From an optimization exercise on the open Yosys and OpenROAD flow, aimed at small area and a short achievable clock period; shortcuts taken in it are not production practice. Function was checked by simulation only, so behaviour that the tests miss may differ from the original.

<file path="flow/run.sh">
#!/bin/bash
# synth_recipe.tcl (not shown) runs the flow's synth.tcl, then flattens the netlist and writes it again
# the make line also repeats each setting of config.mk as NAME=value (left out here)
make -C /OpenROAD-flow-scripts/flow DESIGN_CONFIG=/design/flow/config.mk WORK_HOME=/design/flow/orfs CLKGATE_MAP_FILE= SYNTH_SCRIPT=/design/flow/synth_recipe.tcl finish
</file>
<file path="flow/config.mk">
export PLATFORM = sky130hd
export DESIGN_NAME = breakout_top
export DESIGN_NICKNAME = breakout_top
export VERILOG_FILES = /design/flow/design.v
export SDC_FILE = /design/flow/constraint.sdc
export NUM_CORES = 4
export LEC_CHECK = 0
export CAP_MARGIN = 20
export CORE_MARGIN = 2
export CORE_UTILIZATION = 40
export SLEW_MARGIN = 20
</file>
<file path="flow/constraint.sdc">
create_clock -name core_clock -period 14.0 [get_ports {clk}]
set_input_delay 2.8000 -clock core_clock [delete_from_list [all_inputs] [get_ports {clk}]]
set_output_delay 2.8000 -clock core_clock [all_outputs]
set_load 0.01 [all_outputs]
</file>
<file path="flow/design.v">
package breakout_pkg;
    localparam int COORD_W = 10;
    typedef logic [COORD_W-1:0] coord_t;
    typedef struct packed {
        coord_t x;
        coord_t y;
        logic   active;
    } pixel_t;
    typedef struct packed {
        logic [7:0] r;
        logic [7:0] g;
        logic [7:0] b;
    } rgb_t;
    typedef struct packed {
        logic start;
        logic left;
        logic right;
        logic pause;
    } ctrl_t;
    typedef struct packed {
        coord_t     x;
        coord_t     y;
        logic [4:0] vx_mag;
        logic [4:0] vy_mag;
        logic       vx_dir;
        logic       vy_dir;
    } ball_t;
    typedef struct packed {
        logic       on;
        logic [2:0] row;
    } brick_px_t;
    localparam int FRAME_X0    = 221;
    localparam int FRAME_Y0    = 86;
    localparam int FRAME_W     = 350;
    localparam int FRAME_H     = 350;
    localparam int FRAME_THICK = 3;
    localparam int BALL_RADIUS = 6;
    localparam int BALL_R2     = BALL_RADIUS * BALL_RADIUS;
    localparam int BALL_X0     = FRAME_X0 + 150;
    localparam int BALL_Y0     = FRAME_Y0 + 200;
    localparam int INIT_VX     = 0;
    localparam int INIT_VY     = 2;
    localparam int INNER_MIN_X = FRAME_X0 + FRAME_THICK + BALL_RADIUS;
    localparam int INNER_MAX_X = FRAME_X0 + FRAME_W - FRAME_THICK - BALL_RADIUS;
    localparam int INNER_MIN_Y = FRAME_Y0 + FRAME_THICK + BALL_RADIUS;
    localparam int INNER_MAX_Y = FRAME_Y0 + FRAME_H - FRAME_THICK - BALL_RADIUS;
    localparam int PADDLE_W         = 80;
    localparam int PADDLE_H         = 10;
    localparam int PADDLE_HALF      = PADDLE_W / 2;
    localparam int PADDLE_R         = PADDLE_H / 2;
    localparam int PADDLE_RECT_HALF = PADDLE_HALF - PADDLE_R;
    localparam int PADDLE_MARGIN    = 8;
    localparam int MOVE_STEP        = 4;
    localparam int PADDLE_X0        = BALL_X0;
    localparam int PADDLE_Y = FRAME_Y0 + FRAME_H - FRAME_THICK - PADDLE_MARGIN - PADDLE_R;
    localparam int PADDLE_MIN_CX    = FRAME_X0 + FRAME_THICK + PADDLE_HALF;
    localparam int PADDLE_MAX_CX    = FRAME_X0 + FRAME_W - FRAME_THICK - PADDLE_HALF;
    localparam int BRICK_W    = 40;
    localparam int BRICK_H    = 15;
    localparam int BRICK_ROWS = 5;
    localparam int BRICK_COLS = 5;
    localparam rgb_t COLOR_BG     = 24'h000000;
    localparam rgb_t COLOR_FRAME  = 24'h4BA3C3;
    localparam rgb_t COLOR_BALL   = 24'hFF0000;
    localparam rgb_t COLOR_PADDLE = 24'hFFFFFF;
    localparam rgb_t COLOR_START  = 24'h202040;
    localparam rgb_t COLOR_OVER   = 24'h800000;
endpackage
`timescale 1ns/1ns
import breakout_pkg::*;
module game_phase (
    input  logic  clk,
    input  logic  rst,
    input  breakout_pkg::ctrl_t ctrl,
    input  logic  vsync,
    input  logic  ball_lost,
    output logic  step,
    output logic  started,
    output logic  over
);
    logic vsync_q;
    logic frame_edge;
    assign frame_edge = vsync & ~vsync_q;
    always_ff @(posedge clk or negedge rst) begin
        if (!rst) begin
            vsync_q <= 1'b0;
            step    <= 1'b0;
            started <= 1'b0;
            over    <= 1'b0;
        end else begin
            vsync_q <= vsync;
            step    <= frame_edge & started & ~over & ~ctrl.pause;
            if (ctrl.start) begin
                started <= 1'b1;
            end
            if (step && ball_lost) begin
                over <= 1'b1;
            end
        end
    end
endmodule
`timescale 1ns/1ns
import breakout_pkg::*;
module paddle_ctrl (
    input  logic   clk,
    input  logic   rst,
    input  logic   step,
    input  breakout_pkg::ctrl_t  ctrl,
    output breakout_pkg::coord_t paddle_x
);
    always_ff @(posedge clk or negedge rst) begin
        if (!rst) begin
            paddle_x <= COORD_W'(PADDLE_X0);
        end else if (step) begin
            if (ctrl.left) begin
                if (paddle_x > COORD_W'(PADDLE_MIN_CX + MOVE_STEP)) begin
                    paddle_x <= paddle_x - COORD_W'(MOVE_STEP);
                end else begin
                    paddle_x <= COORD_W'(PADDLE_MIN_CX);
                end
            end else if (ctrl.right) begin
                if (paddle_x < COORD_W'(PADDLE_MAX_CX - MOVE_STEP)) begin
                    paddle_x <= paddle_x + COORD_W'(MOVE_STEP);
                end else begin
                    paddle_x <= COORD_W'(PADDLE_MAX_CX);
                end
            end
        end
    end
endmodule
`timescale 1ns/1ns
import breakout_pkg::*;
module ball_physics (
    input  logic   clk,
    input  logic   rst,
    input  logic   step,
    input  breakout_pkg::coord_t paddle_x,
    input  logic   bounce_x,
    input  logic   bounce_y,
    output breakout_pkg::ball_t  ball,
    output breakout_pkg::coord_t ball_prev_x,
    output logic   ball_lost
);
    logic              paddle_hit;
    logic signed [10:0] offset;
    logic        [10:0] abs_offset;
    logic        [3:0]  angle_idx;
    logic        [4:0]  angle_vy;
    assign ball_lost = ball.y >= COORD_W'(INNER_MAX_Y);
    always_comb begin
        paddle_hit = (ball.y >= COORD_W'(PADDLE_Y - BALL_RADIUS)) &&
                     (ball.y <= COORD_W'(PADDLE_Y + PADDLE_R)) &&
                     (int'(ball.x) + PADDLE_HALF >= int'(paddle_x)) &&
                     (int'(ball.x) <= int'(paddle_x) + PADDLE_HALF);
        offset = $signed({1'b0, ball.x}) - $signed({1'b0, paddle_x});
        abs_offset = offset[10] ? 11'(-offset) : 11'(offset);
        angle_idx = 4'd8;
        for (int i = 7; i >= 0; i--) begin
            if (int'(abs_offset) <= (4 * i + 2)) begin
                angle_idx = 4'(i);
            end
        end
        case (angle_idx)
            4'd0, 4'd1, 4'd2: angle_vy = 5'd4;
            4'd3, 4'd4, 4'd5: angle_vy = 5'd3;
            4'd6, 4'd7:       angle_vy = 5'd2;
            default:          angle_vy = 5'd1;
        endcase
    end
    always_ff @(posedge clk or negedge rst) begin
        if (!rst) begin
            ball.x      <= COORD_W'(BALL_X0);
            ball.y      <= COORD_W'(BALL_Y0);
            ball.vx_mag <= 5'(INIT_VX);
            ball.vy_mag <= 5'(INIT_VY);
            ball.vx_dir <= 1'b1;
            ball.vy_dir <= 1'b1;
            ball_prev_x <= COORD_W'(BALL_X0);
        end else if (step) begin
            ball_prev_x <= ball.x;
            if (ball.vx_dir) begin
                ball.x <= ball.x + COORD_W'(ball.vx_mag);
            end else begin
                ball.x <= ball.x - COORD_W'(ball.vx_mag);
            end
            if (ball.vy_dir) begin
                ball.y <= ball.y + COORD_W'(ball.vy_mag);
            end else begin
                ball.y <= ball.y - COORD_W'(ball.vy_mag);
            end
            if (ball.x <= COORD_W'(INNER_MIN_X)) begin
                ball.vx_dir <= 1'b1;
            end else if (ball.x >= COORD_W'(INNER_MAX_X)) begin
                ball.vx_dir <= 1'b0;
            end
            if (ball.y <= COORD_W'(INNER_MIN_Y)) begin
                ball.vy_dir <= 1'b1;
            end else if (ball.y >= COORD_W'(INNER_MAX_Y)) begin
                ball.vy_dir <= 1'b0;
            end
            if (paddle_hit) begin
                ball.y      <= COORD_W'(PADDLE_Y - BALL_RADIUS - 1);
                ball.vy_dir <= 1'b0;
                ball.vx_dir <= offset > 0;
                ball.vx_mag <= 5'(angle_idx);
                ball.vy_mag <= angle_vy;
            end
            if (bounce_x) begin
                ball.vx_dir <= ~ball.vx_dir;
            end
            if (bounce_y) begin
                ball.vy_dir <= ~ball.vy_dir;
            end
        end
    end
endmodule
`timescale 1ns/1ns
import breakout_pkg::*;
module brick_wall (
    input  logic      clk,
    input  logic      rst,
    input  logic      step,
    input  breakout_pkg::ball_t     ball,
    input  breakout_pkg::coord_t    ball_prev_x,
    input  breakout_pkg::pixel_t    px,
    output logic      bounce_x,
    output logic      bounce_y,
    output breakout_pkg::brick_px_t brick_px
);
    localparam int NUM_BRICKS = BRICK_ROWS * BRICK_COLS;
    logic [NUM_BRICKS-1:0] alive;
    logic [NUM_BRICKS-1:0] hit;
    always_comb begin
        int  bx0;
        int  by0;
        logic prev_out;
        hit      = '0;
        bounce_x = 1'b0;
        bounce_y = 1'b0;
        for (int r = 0; r < BRICK_ROWS; r++) begin
            for (int c = 0; c < BRICK_COLS; c++) begin
                bx0 = FRAME_X0 + FRAME_THICK + (30 + 50 * c);
                by0 = FRAME_Y0 + FRAME_THICK + (20 + 20 * r);
                hit[r*BRICK_COLS+c] = alive[r*BRICK_COLS+c] &&
                    (int'(ball.x) + BALL_RADIUS >= bx0) &&
                    (int'(ball.x) - BALL_RADIUS <= bx0 + BRICK_W) &&
                    (int'(ball.y) + BALL_RADIUS >= by0) &&
                    (int'(ball.y) - BALL_RADIUS <= by0 + BRICK_H);
                prev_out = (int'(ball_prev_x) + BALL_RADIUS < bx0) ||
                           (int'(ball_prev_x) - BALL_RADIUS > bx0 + BRICK_W);
                if (hit[r*BRICK_COLS+c]) begin
                    bounce_x = bounce_x | prev_out;
                    bounce_y = bounce_y | ~prev_out;
                end
            end
        end
    end
    always_comb begin
        int bx0;
        int by0;
        brick_px = '0;
        for (int r = 0; r < BRICK_ROWS; r++) begin
            for (int c = 0; c < BRICK_COLS; c++) begin
                bx0 = FRAME_X0 + FRAME_THICK + (30 + 50 * c);
                by0 = FRAME_Y0 + FRAME_THICK + (20 + 20 * r);
                if (!brick_px.on && alive[r*BRICK_COLS+c] &&
                    (int'(px.x) >= bx0) && (int'(px.x) < bx0 + BRICK_W) &&
                    (int'(px.y) >= by0) && (int'(px.y) < by0 + BRICK_H)) begin
                    brick_px.on  = 1'b1;
                    brick_px.row = 3'(r);
                end
            end
        end
    end
    always_ff @(posedge clk or negedge rst) begin
        if (!rst) begin
            alive <= '1;
        end else if (step) begin
            alive <= alive & ~hit;
        end
    end
endmodule
`timescale 1ns/1ns
import breakout_pkg::*;
module pixel_renderer (
    input  logic      clk,
    input  logic      rst,
    input  breakout_pkg::pixel_t    px,
    input  logic      started,
    input  logic      over,
    input  breakout_pkg::ball_t     ball,
    input  breakout_pkg::coord_t    paddle_x,
    input  breakout_pkg::brick_px_t brick_px,
    output breakout_pkg::rgb_t      rgb
);
    logic        in_frame;
    logic        in_inner;
    logic        on_ball;
    logic        on_paddle;
    breakout_pkg::coord_t      bdx;
    breakout_pkg::coord_t      bdy;
    breakout_pkg::coord_t      adx;
    breakout_pkg::coord_t      ady;
    breakout_pkg::coord_t      ex;
    logic [20:0] ball_d2;
    logic [20:0] cap_d2;
    breakout_pkg::rgb_t        color;
    breakout_pkg::rgb_t        row_color;
    function automatic breakout_pkg::coord_t absdiff(breakout_pkg::coord_t a, breakout_pkg::coord_t b);
        absdiff = (a >= b) ? a - b : b - a;
    endfunction
    always_comb begin
        in_frame = (int'(px.x) >= FRAME_X0) && (int'(px.x) < FRAME_X0 + FRAME_W) &&
                   (int'(px.y) >= FRAME_Y0) && (int'(px.y) < FRAME_Y0 + FRAME_H);
        in_inner = (int'(px.x) >= FRAME_X0 + FRAME_THICK) &&
                   (int'(px.x) < FRAME_X0 + FRAME_W - FRAME_THICK) &&
                   (int'(px.y) >= FRAME_Y0 + FRAME_THICK) &&
                   (int'(px.y) < FRAME_Y0 + FRAME_H - FRAME_THICK);
        bdx     = absdiff(px.x, ball.x);
        bdy     = absdiff(px.y, ball.y);
        ball_d2 = 21'(bdx) * 21'(bdx) + 21'(bdy) * 21'(bdy);
        on_ball = ball_d2 <= 21'(BALL_R2);
        adx    = absdiff(px.x, paddle_x);
        ady    = absdiff(px.y, COORD_W'(PADDLE_Y));
        ex     = (adx > COORD_W'(PADDLE_RECT_HALF)) ? adx - COORD_W'(PADDLE_RECT_HALF) : '0;
        cap_d2 = 21'(ex) * 21'(ex) + 21'(ady) * 21'(ady);
        on_paddle = (adx <= COORD_W'(PADDLE_HALF)) && (ady <= COORD_W'(PADDLE_R)) &&
                    (cap_d2 <= 21'(PADDLE_R * PADDLE_R));
        case (brick_px.row)
            3'd0:    row_color = 24'hFFADAD;
            3'd1:    row_color = 24'hFDFFB6;
            3'd2:    row_color = 24'hCAFFBF;
            3'd3:    row_color = 24'h9BF6FF;
            default: row_color = 24'hBDB2FF;
        endcase
        if (!px.active) begin
            color = '0;
        end else if (!started) begin
            color = COLOR_START;
        end else if (over) begin
            color = COLOR_OVER;
        end else if (in_frame && !in_inner) begin
            color = COLOR_FRAME;
        end else if (on_ball) begin
            color = COLOR_BALL;
        end else if (on_paddle) begin
            color = COLOR_PADDLE;
        end else if (brick_px.on) begin
            color = row_color;
        end else begin
            color = COLOR_BG;
        end
    end
    always_ff @(posedge clk or negedge rst) begin
        if (!rst) begin
            rgb <= '0;
        end else begin
            rgb <= color;
        end
    end
endmodule
`timescale 1ns/1ns
import breakout_pkg::*;
module breakout_top (
    input  logic   clk,
    input  logic   rst,
    input  logic [3:0]  ctrl,      
    input  logic   vsync,
    input  logic [20:0] px,        
    output logic [23:0] rgb,       
    output logic   started,
    output logic   over
);
    logic      step;
    breakout_pkg::coord_t    paddle_x;
    breakout_pkg::ball_t     ball;
    breakout_pkg::coord_t    ball_prev_x;
    logic      ball_lost;
    logic      bounce_x;
    logic      bounce_y;
    breakout_pkg::brick_px_t brick_px;
    game_phase u_phase (
        .clk       (clk),
        .rst       (rst),
        .ctrl      (ctrl),
        .vsync     (vsync),
        .ball_lost (ball_lost),
        .step      (step),
        .started   (started),
        .over      (over)
    );
    paddle_ctrl u_paddle (
        .clk      (clk),
        .rst      (rst),
        .step     (step),
        .ctrl     (ctrl),
        .paddle_x (paddle_x)
    );
    ball_physics u_ball (
        .clk         (clk),
        .rst         (rst),
        .step        (step),
        .paddle_x    (paddle_x),
        .bounce_x    (bounce_x),
        .bounce_y    (bounce_y),
        .ball        (ball),
        .ball_prev_x (ball_prev_x),
        .ball_lost   (ball_lost)
    );
    brick_wall u_bricks (
        .clk         (clk),
        .rst         (rst),
        .step        (step),
        .ball        (ball),
        .ball_prev_x (ball_prev_x),
        .px          (px),
        .bounce_x    (bounce_x),
        .bounce_y    (bounce_y),
        .brick_px    (brick_px)
    );
    pixel_renderer u_render (
        .clk      (clk),
        .rst      (rst),
        .px       (px),
        .started  (started),
        .over     (over),
        .ball     (ball),
        .paddle_x (paddle_x),
        .brick_px (brick_px),
        .rgb      (rgb)
    );
endmodule
</file>
==> key figures <==
Synth
  • Distinct cell type count after synthesis: 100
  • Xor and xnor fraction of the mapped netlist area: 0.0731
  • FFs w/ async S/R, synth: 1.00
  • Synthesis-stage register bit count: slightly below 100
  • Largest family of logic cells by synthesized area: adder cells
  • Post-synthesis mux area share: 0.0201
  • Mapped Cells: between 2000 and 3000
  • Syn_nets: about 3500
  • Simple-Gate Fraction of Synth Area: 0.174
  • Avg Cell Area, Syn: slightly above 8 µm²
  • Sequential-to-total area share from yosys stat: 0.104
  • Compound-Gate Fraction of Synth Area: 0.201
  • YS warnings: 5
  • EDFF count, synth: 0
  • Fraction of the mapped netlist area in adder cells: 0.353
  • Syn Std Cell Area: between 20000 and 25000 µm²
  • Top_reg_cell synth: dfstp_2

Drt
  • Antenna-violating nets left: 0
  • Iteration-0 DRC Markers: between 1000 and 1500
  • Vias per cell: 5.64
  • DRT Pass-1 Iters: 6
  • Drc violations: 0
  • Vias post-DR: ~21000
  • Total length of routed wires: just under 70000 µm
  • DR WL/cell: ~18 µm

Placement
  • Routability cong.: about 0.93
  • Dpl hpwl: ~56000 µm
  • Placed cells: 3780
  • # port buffers: 53

Die
  • Chip width: between 200 and 250 µm
  • Die H: between 200 and 250 µm
  • Starting Density: 0.405
  • Num ports: 54
  • Std cell rows: between 80 and 90
  • Core Area: between 50000 and 60000 µm²
  • Die Area: around 62000 µm²

Global routing
  • Initial antenna violation count: 0
  • Pin count of the biggest net entering global routing: 74
  • Grt ovf: 0
  • First-pass GRT wire length: about 110000 µm
  • GRT Overall Usage: 0.217
  • Number of global-route vias before repair: about 22000

Setup path
  • Crit path DAT: about 14 ns
  • Crit path launch type: input port
  • Crit Path Category: input port to flip-flop
  • WP buf/inv: 7
  • Worst path max stage delay: roughly 0.60 ns
  • Worst Setup End Kind: flip-flop
  • Critical Path Slowest Stage Cell: fa_1
  • Max FO, Critical Path: 13
  • Crit path required time: 14.28 ns
  • CP Launch Point: px[11]
  • R2r startpoint: u_ball.ball[23]
  • Cell family with most CP delay: adder cells

Run status
  • Status: no timing/DRC/antenna violations

Finish
  • Core Util, Final: 0.443
  • Final nets: between 3000 and 4000
  • Synth-to-layout area growth: 9.45%
  • Antenna cells: 0
  • Share of cells above drive strength 1: 0.0864
  • Post-route non-filler standard cell count: about 3800

STA
  • Final count of hold timing violations: 0
  • Max-slew violation count: 0
  • Crit path time final: between 10 and 15 ns
  • Rel. slew slack: 0.289
  • Final clock period utilization by the worst path: 0.959
  • F_max: between 0.07 and 0.08 GHz
  • Clk_skew: roughly 0.015 ns
  • Setup TNS: 0 ns
  • Worst-Margin Slew: between 1 and 1.5 ns
  • Min Hold Slack: 0.492 ns
  • Count of final setup violators: 0

Clock network
  • CTS max path bufs: 2
  • Num CTS Buffers: 9
  • Clock slew at reported path FFs: around 0.080 ns
  • CTS tree: built
  • CTS Hold Bufs: 0
  • Clock Latency Late Sink: ~0.37 ns
  • Sink Count: 97
  • Clock root buffer: clkbuf_16
  • Number of H-tree levels: 3

Hold path
  • Hold Crit Start: u_bricks.alive[19]
  • Hold Path Class: flip-flop to flip-flop

Job
  • Maxcap violations: 0
metrics by stage:
| stage | setup WS, ns | cell area [µm²] |
|---|---|---|
| 2_1_floorplan | 1.04 | 24000 |
| 3_3_place_gp | 0.301 | 25800 |
| 3_5_place_dp | 0.0207 | 25800 |
| 4_1_cts | 0.422 | 26100 |
| 5_1_grt | -0.0314 | 26200 |
| 6_report | 0.569 | 26200 |
worst reg2reg max path: cells and delay by family, from the launching register on:
family | cells | cell delay (ns)
buffers and inverters | 9 | 1.61
multiplexers | 1 | 0.32
AND/OR/NAND/NOR | 7 | 1.11
AO/OA/AOI/OAI | 18 | 3.59
flip-flops | 1 | 0.89
XOR/XNOR | 2 | 0.22
adder cells (fa/ha/maj) | 8 | 3.52
area by class of cell:
class | instances | area, µm²
clock inverters | 7 | 83.8
inverters | 370 | 1390
multi-input cells | 2399 | 19800
well taps | 773 | 967
fillers | 5845 | 32900
clock buffers | 9 | 225
repair buffers | 151 | 1280
flip-flops and latches | 97 | 2490
worst paths after layout:
path,to,slack [ns],cells past startpoint
worst max-delay path,u_render.rgb[23],0.57,47
worst min-delay path,u_bricks.alive[19],0.49,1
worst max register to register,u_render.rgb[3],2.60,45
worst min register to register,u_bricks.alive[19],0.49,1
max in group asynchronous,u_ball.ball[2],10.40,2
min in group asynchronous,u_render.rgb[23],2.32,1
synth_stat cells (10+ instances only):
cell / number / area share
a21oi_1: 173 / 0.036
nand2b_1: 36 / 0.0094
o31ai_1: 25 / 0.0078
or4_1: 13 / 0.0041
a221oi_1: 14 / 0.0051
a31oi_1: 35 / 0.0091
a22o_1: 17 / 0.0062
o21a_1: 20 / 0.0063
inv_1: 364 / 0.057
nand2_1: 214 / 0.034
o211ai_1: 18 / 0.0056
and3_1: 27 / 0.0071
nor4_1: 14 / 0.0037
mux2i_1: 23 / 0.0096
nor2b_1: 36 / 0.0094
nor2_1: 284 / 0.044
fa_1: 199 / 0.17
or3_1: 12 / 0.0031
clkbuf_1: 74 / 0.012
xor2_1: 49 / 0.018
o21bai_1: 26 / 0.0081
dfrtp_1: 47 / 0.049
xnor2_1: 146 / 0.053
o22ai_1: 10 / 0.0026
ha_1: 358 / 0.19
mux2_2: 21 / 0.0099
dfstp_2: 50 / 0.055
a211oi_1: 21 / 0.0066
and2_1: 24 / 0.0063
or2_2: 27 / 0.0071
nand3_1: 60 / 0.013
nand4_1: 25 / 0.0065
a21o_1: 54 / 0.017
nor3_1: 61 / 0.013
o21ai_0: 157 / 0.033
a21boi_0: 47 / 0.015
cells in the final DEF (no fill, tap or decap), types with 18 or more instances in the layout:
cell type / synthesis / layout
mux2i_1: 23 / 22
clkdlybuf4s50_1: 0 / 52
a21oi_1: 173 / 172
nor2b_1: 36 / 36
dfstp_2: 50 / 50
dfrtp_1: 47 / 46
ha_1: 358 / 357
xor2_1: 49 / 48
a21o_1: 54 / 54
a21boi_0: 47 / 46
xnor2_1: 146 / 142
a31oi_1: 35 / 35
fa_1: 199 / 199
mux2_2: 21 / 21
and2_1: 24 / 24
nand2b_1: 36 / 36
and3_1: 27 / 27
o21a_1: 20 / 20
nor2_1: 284 / 284
nor3_1: 61 / 61
nand3_1: 60 / 60
o211ai_1: 18 / 18
nand4_1: 25 / 25
nand2_1: 214 / 212
buf_4: 6 / 97
or2_2: 27 / 27
inv_1: 364 / 364
o21bai_1: 26 / 26
o31ai_1: 25 / 25
o21ai_0: 157 / 153
registers in the layout, summed over array words and instances, names as in the netlist:
name	flops
u_ball.ball	29
u_ball.ball_prev_x	10
u_bricks.alive	25
u_paddle.paddle_x	9
u_phase.over	1
u_phase.started	1
u_phase.step	1
u_phase.vsync_q	1
u_render.rgb	20
logic make-up (layout without fill, tap and decap cells):
| logic type | Yosys count | in the layout |
|---|---|---|
| multiplexers | 45 | 45 |
| AND/OR/NAND/NOR | 871 | 871 |
| flip-flops | 97 | 97 |
| AO/OA/AOI/OAI | 729 | 729 |
| buffers and inverters | 459 | 537 |
| XOR/XNOR | 197 | 197 |
| adder cells (fa/ha/maj) | 557 | 557 |
per-layer routing:
metal / wire length, µm / GRT usage
met1: 30300 / 0.284
met2: 33000 / 0.379
met3: 2540 / 0.0180
met4: 1750 / 0.0661
met5: 0 / 0
repair_timing:
item,in CTS,in global routing
buffers inserted,0,10
resized for setup,0,20
endpoints found under the setup margin,0,20

what the ideal ports hide:
No port has a modelled driver above. Below, the same layout with a new extraction and two added sets of constraints. Step 1, drivers: a clkbuf_16 drives clk and a buf_2 each remaining input, both assumed. Step 2 adds t to the input delays and takes it off the output delays; t is the mean of the earliest and latest rising clock arrival at the registers after step 1. Input paths then give back, and output paths get back, about the clock's delay inside the block. a / b / c = ideal / step 1 / step 2; a / b = the first two.
shift t [ns]: 0.411
setup WS [ns]: 0.569 / 0.568 / 0.157
hold WS [ns]: 0.492 / 0.492 / 0.492
worst register clock-pin slew, ns: 0.09 / 0.09
pins driven straight from the clock port: 1
After both steps setup and hold are still met in this run. The setup slack of this run moves by -0.001 ns with the drivers and by -0.412 ns with both steps.
